What follows belongs to an exercise in optimizing a design on an open flow for small area and a short achievable clock period; a production flow would make more cautious choices. Only simulation tests tie the RTL to the original design; equivalence was not proved. Power is estimated from default activity; no workload was simulated.

Design mips_reg_file, start of the top module:
module mips_reg_file #(
  parameter int DATA_W = mips_reg_file_pkg::DATA_W,
  parameter int ADDR_W = mips_reg_file_pkg::ADDR_W
) (
  input  logic              clk,
  input  logic              rst_n,
  input  logic [ADDR_W-1:0] rs_addr,
  input  logic [ADDR_W-1:0] rt_addr,
  input  logic [ADDR_W-1:0] rd_addr,
  input  logic              wr_en,
  input  logic [DATA_W-1:0] wr_data,
  output logic [DATA_W-1:0] rs_data,
  output logic [DATA_W-1:0] rt_data,
  input  logic [ADDR_W-1:0] dbg_addr,
  output logic [DATA_W-1:0] dbg_data,
  output logic [15:0]       wr_count
);
  localparam int NREGS = 1 << ADDR_W;
  localparam logic [ADDR_W-1:0] ZERO_ADDR = ADDR_W'(mips_reg_file_pkg::REG_ZERO);
  logic [DATA_W-1:0] regs [NREGS];
  logic              wr_commit;
  assign wr_commit = wr_en && (rd_addr != ZERO_ADDR);
  always_ff @(posedge clk or negedge rst_n) begin
    if (!rst_n) begin
      for (int i = 0; i < NREGS; i++) begin
        regs[i] <= '0;
      end
    end else if (wr_commit) begin
      regs[rd_addr] <= wr_data;
    end
  end
  always_comb begin
    rs_data = '0;
    rt_data = '0;
    if (rs_addr != ZERO_ADDR) rs_data = regs[rs_addr];
    if (rt_addr != ZERO_ADDR) rt_data = regs[rt_addr];
  end
  always_ff @(posedge clk or negedge rst_n) begin
    if (!rst_n) begin
      dbg_data <= '0;
    end else if (dbg_addr == ZERO_ADDR) begin
      dbg_data <= '0;
    end else begin
      dbg_data <= regs[dbg_addr];
    end
  end
  always_ff @(posedge clk or negedge rst_n) begin
    if (!rst_n) begin
      wr_count <= '0;
    end else if (wr_commit) begin
      wr_count <= wr_count + 16'd1;
    end
  end
endmodule
Size: ~5,100 cells after synthesis, roughly 170 I/O pins, ~57,000 sq um of cells after synthesis.
==> module mips_reg_file, before the edit <==
module mips_reg_file #(
  parameter int DATA_W = mips_reg_file_pkg::DATA_W,
  parameter int ADDR_W = mips_reg_file_pkg::ADDR_W
) (
  input  logic              clk,
  input  logic              rst_n,
  input  logic [ADDR_W-1:0] rs_addr,
  input  logic [ADDR_W-1:0] rt_addr,
  input  logic [ADDR_W-1:0] rd_addr,
  input  logic              wr_en,
  input  logic [DATA_W-1:0] wr_data,
  output logic [DATA_W-1:0] rs_data,
  output logic [DATA_W-1:0] rt_data,
  input  logic [ADDR_W-1:0] dbg_addr,
  output logic [DATA_W-1:0] dbg_data,
  output logic [15:0]       wr_count
);
  localparam int NREGS = 1 << ADDR_W;
  localparam logic [ADDR_W-1:0] ZERO_ADDR = ADDR_W'(mips_reg_file_pkg::REG_ZERO);
  logic [DATA_W-1:0] regs [NREGS];
  logic              wr_commit;
  assign wr_commit = wr_en && (rd_addr != ZERO_ADDR);
  always_ff @(posedge clk or negedge rst_n) begin
    if (!rst_n) begin
      for (int i = 0; i < NREGS; i++) begin
        regs[i] <= '0;
      end
    end else if (wr_commit) begin
      regs[rd_addr] <= wr_data;
    end
  end
  always_comb begin
    rs_data = '0;
    rt_data = '0;
    if (rs_addr != ZERO_ADDR) rs_data = regs[rs_addr];
    if (rt_addr != ZERO_ADDR) rt_data = regs[rt_addr];
  end
  always_ff @(posedge clk or negedge rst_n) begin
    if (!rst_n) begin
      dbg_data <= '0;
    end else if (dbg_addr == ZERO_ADDR) begin
      dbg_data <= '0;
    end else begin
      dbg_data <= regs[dbg_addr];
    end
  end
  always_ff @(posedge clk or negedge rst_n) begin
    if (!rst_n) begin
      wr_count <= '0;
    end else if (wr_commit) begin
      wr_count <= wr_count + 16'd1;
    end
  end
endmodule
clock: 7.0 ns
lec_check: 0
cap_margin: 20
core_margin: 2
core_utilization: 25
place_density: 0.3
setup_slack_margin: 0.4
slew_margin: 20
run.sh (not shown) runs the stock make flow with config.mk's settings and CLKGATE_MAP_FILE= SYNTH_SCRIPT=/design/flow/synth_recipe.tcl, a recipe that flattens the netlist after the stock synthesis.
Then changed:
--- a/flow/design.v
+++ b/flow/design.v
@@ -33,15 +33,28 @@
 );
   localparam int NREGS = 1 << ADDR_W;
-  localparam logic [ADDR_W-1:0] ZERO_ADDR = ADDR_W'(mips_reg_file_pkg::REG_ZERO);
-  logic [DATA_W-1:0] regs [NREGS];
+  logic [DATA_W-1:0] regs  [1:NREGS-1];
+  logic [NREGS-1:1]  valid;
+  logic [NREGS-1:1]  we;
+  logic [NREGS-1:1]  sel_rs, sel_rt, sel_dbg;
   logic              wr_commit;
-  assign wr_commit = wr_en && (rd_addr != ZERO_ADDR);
+  assign wr_commit = wr_en && (rd_addr != '0);
+  always_comb begin
+    for (int i = 1; i < NREGS; i++) begin
+      we[i]      = wr_en && (rd_addr == ADDR_W'(i));
+      sel_rs[i]  = valid[i] && (rs_addr  == ADDR_W'(i));
+      sel_rt[i]  = valid[i] && (rt_addr  == ADDR_W'(i));
+      sel_dbg[i] = valid[i] && (dbg_addr == ADDR_W'(i));
+    end
+  end
+  always_ff @(posedge clk) begin
+    for (int i = 1; i < NREGS; i++) begin
+      if (we[i]) regs[i] <= wr_data;
+    end
+  end
   always_ff @(posedge clk or negedge rst_n) begin
     if (!rst_n) begin
-      for (int i = 0; i < NREGS; i++) begin
-        regs[i] <= '0;
-      end
-    end else if (wr_commit) begin
-      regs[rd_addr] <= wr_data;
+      valid <= '0;
+    end else begin
+      valid <= valid | we;
     end
   end
@@ -49,14 +62,21 @@
     rs_data = '0;
     rt_data = '0;
-    if (rs_addr != ZERO_ADDR) rs_data = regs[rs_addr];
-    if (rt_addr != ZERO_ADDR) rt_data = regs[rt_addr];
+    for (int i = 1; i < NREGS; i++) begin
+      rs_data = rs_data | ({DATA_W{sel_rs[i]}} & regs[i]);
+      rt_data = rt_data | ({DATA_W{sel_rt[i]}} & regs[i]);
+    end
+  end
+  logic [DATA_W-1:0] dbg_next;
+  always_comb begin
+    dbg_next = '0;
+    for (int i = 1; i < NREGS; i++) begin
+      dbg_next = dbg_next | ({DATA_W{sel_dbg[i]}} & regs[i]);
+    end
   end
   always_ff @(posedge clk or negedge rst_n) begin
     if (!rst_n) begin
       dbg_data <= '0;
-    end else if (dbg_addr == ZERO_ADDR) begin
-      dbg_data <= '0;
     end else begin
-      dbg_data <= regs[dbg_addr];
+      dbg_data <= dbg_next;
     end
   end
Result:
- worst hold slack is about the same
- sequential cell count came out higher by 31
- design area went down by about 1.4%
- count of clock-buffer cells in the layout decreases by 4
- core utilization climbs by 0.23 points
- total power shrinks by 1.5%

[separate check: timing with driven ports]
Ports are ideal in the flow. The routed layouts listed here were re-timed in OpenROAD. Step 1 sets driving cells, clkbuf_16 on the clock port and buf_2 on the other inputs (assumed; they add their load-dependent delay and slew). Step 2, shift: input delay + t, output delay - t, t = (earliest + latest rising clock arrival at the registers) / 2. This alone moves slack from input paths to output paths. Slacks: ideal ports / drivers / drivers and shift; pairs: ideal ports / drivers.
run | t (ns) | setup slack, ns | worst hold slack (ns) | worst setup path after step 2
the first run | 0.917 | 0.276 / 0.241 / 0.241 | 0.478 / 0.470 / 0.478 | input to output
the second run | 0.903 | 0.157 / 0.057 / 0.057 | 0.477 / 0.477 / 0.477 | input to output
After both steps every run listed still meets setup and hold. For the second run, which loses most, drivers alone change the setup slack by -0.100 ns; drivers and shift together by -0.100 ns.
